Source: an optimization exercise on an open RTL-to-GDS flow (aim: small area). Production flows keep margins and buffers that such runs may drop.
Only simulation tests tie the RTL to the original design; equivalence was not proved.
The clock port is modelled as an ideal driver; clocking choices that lean on that would not hold on a real chip.
Power figures rest on the tool's default switching activity, not on a simulated workload.

rev 12:
## battle_top
module battle_top
#(
	parameter int FRAME_PERIOD = 1000
) (
	input logic clock,
	input logic rst,
	input logic [3:0] key,
	output battle_pkg::coord_t pix_x,
	output battle_pkg::coord_t pix_y,
	output battle_pkg::colour_t pix_colour,
	output logic plot,
	output battle_pkg::fuel_t fuel,
	output logic turn
);
	logic [1:0] mode;  
	logic [14:0] q;
	logic [7:0] px;
	logic [6:0] py;
	logic [10:0] c;
	assign px = q[7:0];
	assign py = q[14:8];
	assign c = q[10:0];
	logic [15:0] q_inc;
	logic screen_mode, row_wrap, screen_wrap, map_end, frame_wrap, first_jump;
	logic walk, erase_end;
	assign screen_mode = ~mode[1];
	assign q_inc = {1'b0, q} + 16'd1;
	assign row_wrap = (px == 8'd255);
	assign screen_wrap = q_inc[15];
	assign map_end = screen_wrap && (mode == 2'd1);
	assign frame_wrap = mode[1] && (c == 11'd2047);
	assign first_jump = (mode == 2'd2) && row_wrap && q[8];
	assign walk = mode[1] && c[10] && (c[9:8] == 2'd0) && !c[6];
	assign erase_end = walk && !c[7] && (c[5:0] == 6'd63);
	always_ff @(posedge clock) begin
		if (rst) begin
			mode <= 2'd0;
			q <= {7'd7, 8'd255};  
		end else begin
			q <= q_inc[14:0] |
				(screen_wrap ? 15'd8 << 8 : 15'd0) |  
				((screen_mode && row_wrap && !map_end) ? 15'd96 : 15'd0) |  
				(map_end ? 15'd1152 : 15'd0) |
				(erase_end ? 15'd59 : 15'd0) |
				(frame_wrap ? 15'd989 : 15'd0) |
				(first_jump ? 15'd330 : 15'd0);
			if (screen_mode) mode <= mode + {1'b0, screen_wrap};
			else if (first_jump) mode <= 2'd3;
		end
	end
	battle_pkg::coord_t a_x, a_y, b_x, b_y;
	logic [3:0] jump_st;  
	logic upd, rot, hill_px, ground;
	localparam logic [3:0] JUMP_ZERO = 4'b0001;
	localparam logic [3:0] JUMP_TEN = 4'b0110;  
	assign upd = mode[1] && (c == 11'd1150);
	assign hill_px = ((px >= 8'd116) && (px < 8'd136)) ||
		((px >= 8'd156) && (px < 8'd176)) ||
		((px >= 8'd196) && (px < 8'd216));
	assign ground = hill_px ? (py > 7'd110) : (py > 7'd125);
	battle_pkg::coord_t sum_y;
	logic [7:0] dy;
	always_comb begin
		if (screen_mode) begin
			pix_x = {px[7:5] - 3'd3, px[4:0]};
			pix_y = {1'b0, py[6:3] - 4'd1, py[2:0]};
			plot = mode[0] || (py[6:3] != 4'd0);
			pix_colour = (mode[0] && ground) ? 3'b111 : 3'b000;
		end else begin
			pix_x = a_x + {4'd0, c[3:0]};
  ...
Size in the first run: roughly 430 cells after synthesis, about 59 flip-flops, ~32 I/O pins.
export LEC_CHECK = 0
export CAP_MARGIN = 20
export CORE_MARGIN = 2
export CORE_UTILIZATION = 40
export CTS_BUF_LIST = sky130_fd_sc_hd__clkbuf_4
export CTS_CLUSTER_DIAMETER = 300
export CTS_CLUSTER_SIZE = 60
export SLEW_MARGIN = 20
create_clock -name core_clock -period 10.0 [get_ports {clock}]
run.sh (not shown) runs the stock make flow with config.mk's settings and CLKGATE_MAP_FILE= SYNTH_SCRIPT=/design/flow/synth_recipe.tcl, a recipe that flattens the netlist after the stock synthesis.
#### Input delta (rev 13 over rev 12)
- a change of CTS_BUF_LIST from sky130_fd_sc_hd__clkbuf_4 to sky130_fd_sc_hd__clkbuf_8
- a change of CTS_CLUSTER_SIZE from 60 to 30
- a change of CTS_CLUSTER_DIAMETER from 300 to 100
[summary]
Result: PASS for each of rev 13 and rev 12. Portion of total power attributed to the clock network, rev 13 and rev 12: smaller value in rev 12. Compared with rev 12, in rev 13 global-route total usage across every layer dropped 0.16 points, cts-stage hold buffer count barely changed, wire length of the first global-routing pass dropped 120 um.

Another version of the RTL of battle_top (not shown whole).
For scale: about 32 I/O pins, roughly 3100 um2 of cells after synthesis.
Settings: LEC_CHECK=0, CAP_MARGIN=0, CORE_MARGIN=2, CORE_UTILIZATION=60, SLEW_MARGIN=0; clock period 10.0 ns.
standard.sh (not shown) runs the stock make flow with config.mk's settings and CLKGATE_MAP_FILE= SYNTH_SCRIPT=/design/flow/synth_recipe.tcl, a recipe that flattens the netlist after the stock synthesis.
==> flow/flow/run.sh <==
#!/bin/bash
# Own layout flow:
#  1. the standard synthesis (standard.sh synth), unchanged;
#  2. the logic between its registers remapped by Yosys/ABC for area
#     (remap.ys with each of remap_*.abc; the smallest result is kept);
#     every register keeps its cell and its name;
#  3. the standard layout (standard.sh) of that netlist, given to ORFS
#     as SYNTH_NETLIST_FILES, with two changes:
#     - the port buffers are sky130_fd_sc_hd__buf_1: each port drives or is
#       driven by one cell, so a larger buffer is not needed;
#     - clock tree synthesis inserts no dummy loads, and a clock buffer
#       whose flip-flop clock pins see a slew over 100 ps is upsized
#       (post_cts.tcl, run as ORFS's POST_CTS_TCL hook).
# Logs: make_synth.log and synth_orfs/ (step 1), yosys_remap_*.log (step 2),
# make.log and orfs/logs (step 3), all in this folder.
set -euo pipefail
work=$(pwd)
plat=$FLOW_PLATFORM
lib=$FLOW_HOME/platforms/$plat/lib/sky130_fd_sc_hd__tt_025C_1v80.lib
dontuse=""
for c in probe_p_8 probec_p_8 lpflow_bleeder_1 lpflow_clkbufkapwr_1 lpflow_clkbufkapwr_16 \
	lpflow_clkbufkapwr_2 lpflow_clkbufkapwr_4 lpflow_clkbufkapwr_8 lpflow_clkinvkapwr_1 \
	lpflow_clkinvkapwr_16 lpflow_clkinvkapwr_2 lpflow_clkinvkapwr_4 lpflow_clkinvkapwr_8 \
	lpflow_decapkapwr_12 lpflow_decapkapwr_3 lpflow_decapkapwr_4 lpflow_decapkapwr_6 \
	lpflow_decapkapwr_8 lpflow_inputiso0n_1 lpflow_inputiso0p_1 lpflow_inputiso1n_1 \
	lpflow_inputiso1p_1 lpflow_inputisolatch_1 lpflow_isobufsrc_1 lpflow_isobufsrc_16 \
	lpflow_isobufsrc_2 lpflow_isobufsrc_4 lpflow_isobufsrc_8 lpflow_isobufsrckapwr_16 \
	lpflow_lsbuf_lh_hl_isowell_tap_1 lpflow_lsbuf_lh_hl_isowell_tap_2 \
	lpflow_lsbuf_lh_hl_isowell_tap_4 lpflow_lsbuf_lh_isowell_4 lpflow_lsbuf_lh_isowell_tap_1 \
	lpflow_lsbuf_lh_isowell_tap_2 lpflow_lsbuf_lh_isowell_tap_4; do
	dontuse="$dontuse -dont_use sky130_fd_sc_hd__$c"
done

# 1. standard synthesis
bash standard.sh synth > make_synth.log 2>&1
cp orfs/results/$plat/battle_top/base/1_2_yosys.v std_synth.v
mv orfs synth_orfs

# 2. remap the logic
# each script in its own Yosys run, four at a time; &deepsyn runs stop
# after a set time
for script in flow/remap_*.abc; do
	name=$(basename $script .abc)
	sed -e "s|@LIB@|$lib|g" -e "s|@TOP@|$FLOW_TOP|g" -e "s|@WORK@|$work|g" \
		-e "s|@DONTUSE@|$dontuse|g" -e "s|@ABC@|$work/$script|g" \
		-e "s|@OUT@|$work/$name.v|g" flow/remap.ys > ${name}_run.ys
	( yosys -l yosys_$name.log ${name}_run.ys > /dev/null 2>&1 && touch $name.ok ) &
	while (( $(jobs -rp | wc -l) >= 4 )); do sleep 1; done
done
wait
best=""
best_area=""
for script in flow/remap_*.abc; do
	name=$(basename $script .abc)
	if [[ -f $name.ok ]]; then
		area=$(grep 'Chip area' yosys_$name.log | tail -1 | awk '{print $NF}')
		echo "$name: $area" >> remap_areas.txt
		if [[ -z "$best" ]] || awk "BEGIN { exit !($area < $best_area) }"; then
			best=$name
			best_area=$area
		fi
	fi
done
[[ -n "$best" ]]
echo "kept: $best" >> remap_areas.txt
cp $best.v remap.v

# 3. layout
export SYNTH_NETLIST_FILES=$work/remap.v
export BUFFER_PORTS_ARGS="-buffer_cell sky130_fd_sc_hd__buf_1"
export CTS_ARGS="-sink_clustering_enable -repair_clock_nets -buf_list sky130_fd_sc_hd__clkbuf_8 -sink_clustering_size 60 -sink_clustering_max_diameter 300 -dont_use_dummy_load"
export POST_CTS_TCL=$work/flow/post_cts.tcl
bash standard.sh > make.log 2>&1
Other scripts of this flow, unchanged in this note and not shown: flow/flow/post_cts.tcl, flow/flow/remap.ys, flow/flow/remap_ds0.abc, flow/flow/remap_ds11.abc, flow/flow/remap_ds3.abc, flow/flow/remap_ds42.abc, flow/flow/remap_g5.abc, flow/flow/remap_h3.abc
The baseline completed without violations.
Change:
Settings changed: CAP_MARGIN 0 to 20, CORE_UTILIZATION 60 to 40, SLEW_MARGIN 0 to 20.
- count of clock-buffer cells in the layout is unchanged
- via count went down by about 2.4%
- area after synthesis stays flat
- wire length increases by about 3%
- power is lower by about 0.47%
- fmax drops by 11%
- die area grows by about 47%
- global-route usage came out lower by 7.9 points
- design area climbs by 0.92%
Change:
==> flow/flow/remap_ds1.abc (new file) <==
strash
ifraig
&get -n
&deepsyn -T 40 -S 1
&put
dch -f
amap -F 3
strash
dch -f
amap -F 3
topo
stime -c
==> flow/flow/remap_ds17.abc (new file) <==
strash
ifraig
&get -n
&deepsyn -T 40 -S 17
&put
dch -f
amap -F 3
strash
dch -f
amap -F 3
topo
stime -c
==> flow/flow/remap_ds23.abc (new file) <==
strash
ifraig
&get -n
&deepsyn -T 40 -S 23
&put
dch -f
amap -F 3
strash
dch -f
amap -F 3
topo
stime -c
==> flow/flow/remap_ds5.abc (new file) <==
strash
ifraig
&get -n
&deepsyn -T 40 -S 5
&put
dch -f
amap -F 3
strash
dch -f
amap -F 3
topo
stime -c
==> flow/flow/remap_dso0.abc (new file) <==
strash
ifraig
&get -n
&deepsyn -T 40 -S 0 -o
&put
dch -f
amap -F 3
strash
dch -f
amap -F 3
topo
stime -c
==> flow/flow/remap_dso42.abc (new file) <==
strash
ifraig
&get -n
&deepsyn -T 40 -S 42 -o
&put
dch -f
amap -F 3
strash
dch -f
amap -F 3
topo
stime -c
What happened: The changed run finished with timing, DRC and antenna clean; worst setup slack stays the same; wire length does not change; design area stays the same; clock power is about the same; via count does not change; maximum frequency stays the same; synthesized area does not change; die area stays the same; first-iteration DRC count is unchanged.
Change:
Settings changed: CORE_UTILIZATION 40 to 70.
removed: flow/flow/remap_ds1.abc
removed: flow/flow/remap_ds17.abc
removed: flow/flow/remap_ds23.abc
removed: flow/flow/remap_ds5.abc
removed: flow/flow/remap_dso0.abc
removed: flow/flow/remap_dso42.abc
After rerunning: The changed run went through all stages and came out clean. Via count is higher by 5.6%. Worst hold slack improves by 0.0055 ns. Critical path depth is lower by 2.

==> static timing again, ports no longer ideal <==
No port has a modelled driver above. Below, the same layouts with a new extraction and two added sets of constraints.
Step 1 (the two cells are an assumption about what drives the block):
set clk [get_ports {clock}]
set_driving_cell -lib_cell sky130_fd_sc_hd__clkbuf_16 $clk
set_driving_cell -lib_cell sky130_fd_sc_hd__buf_2 [delete_from_list [all_inputs] $clk]
Step 2 also shifts input and output timing later by t, the mid clock arrival at the registers, as if the neighbouring blocks saw the same clock.
Three values: no drivers, after step 1, after step 2; two values: the first two.
| run | t (ns) | setup slack, ns | hold slack, ns | worst setup path after step 2 |
|---|---|---|---|---|
| rev 12 | 0.459 | 2.247 / 2.226 / 2.226 | 0.427 / 0.427 / 0.427 | input to output |
| rev 13 | 0.378 | 2.270 / 2.249 / 2.249 | 0.420 / 0.420 / 0.420 | input to output |
| the first run of note 2 | 0.341 | 2.368 / 2.348 / 2.348 | 0.423 / 0.423 / 0.423 | input to output |
| the second run of note 2 | 0.343 | 1.449 / 1.429 / 1.429 | 0.416 / 0.416 / 0.416 | input to output |
| the third run of note 2 | 0.343 | 1.449 / 1.429 / 1.429 | 0.416 / 0.416 / 0.416 | input to output |
| the fourth run of note 2 | 0.327 | 2.304 / 2.283 / 2.283 | 0.422 / 0.422 / 0.422 | input to output |
After both steps setup and hold are still met in every run listed.
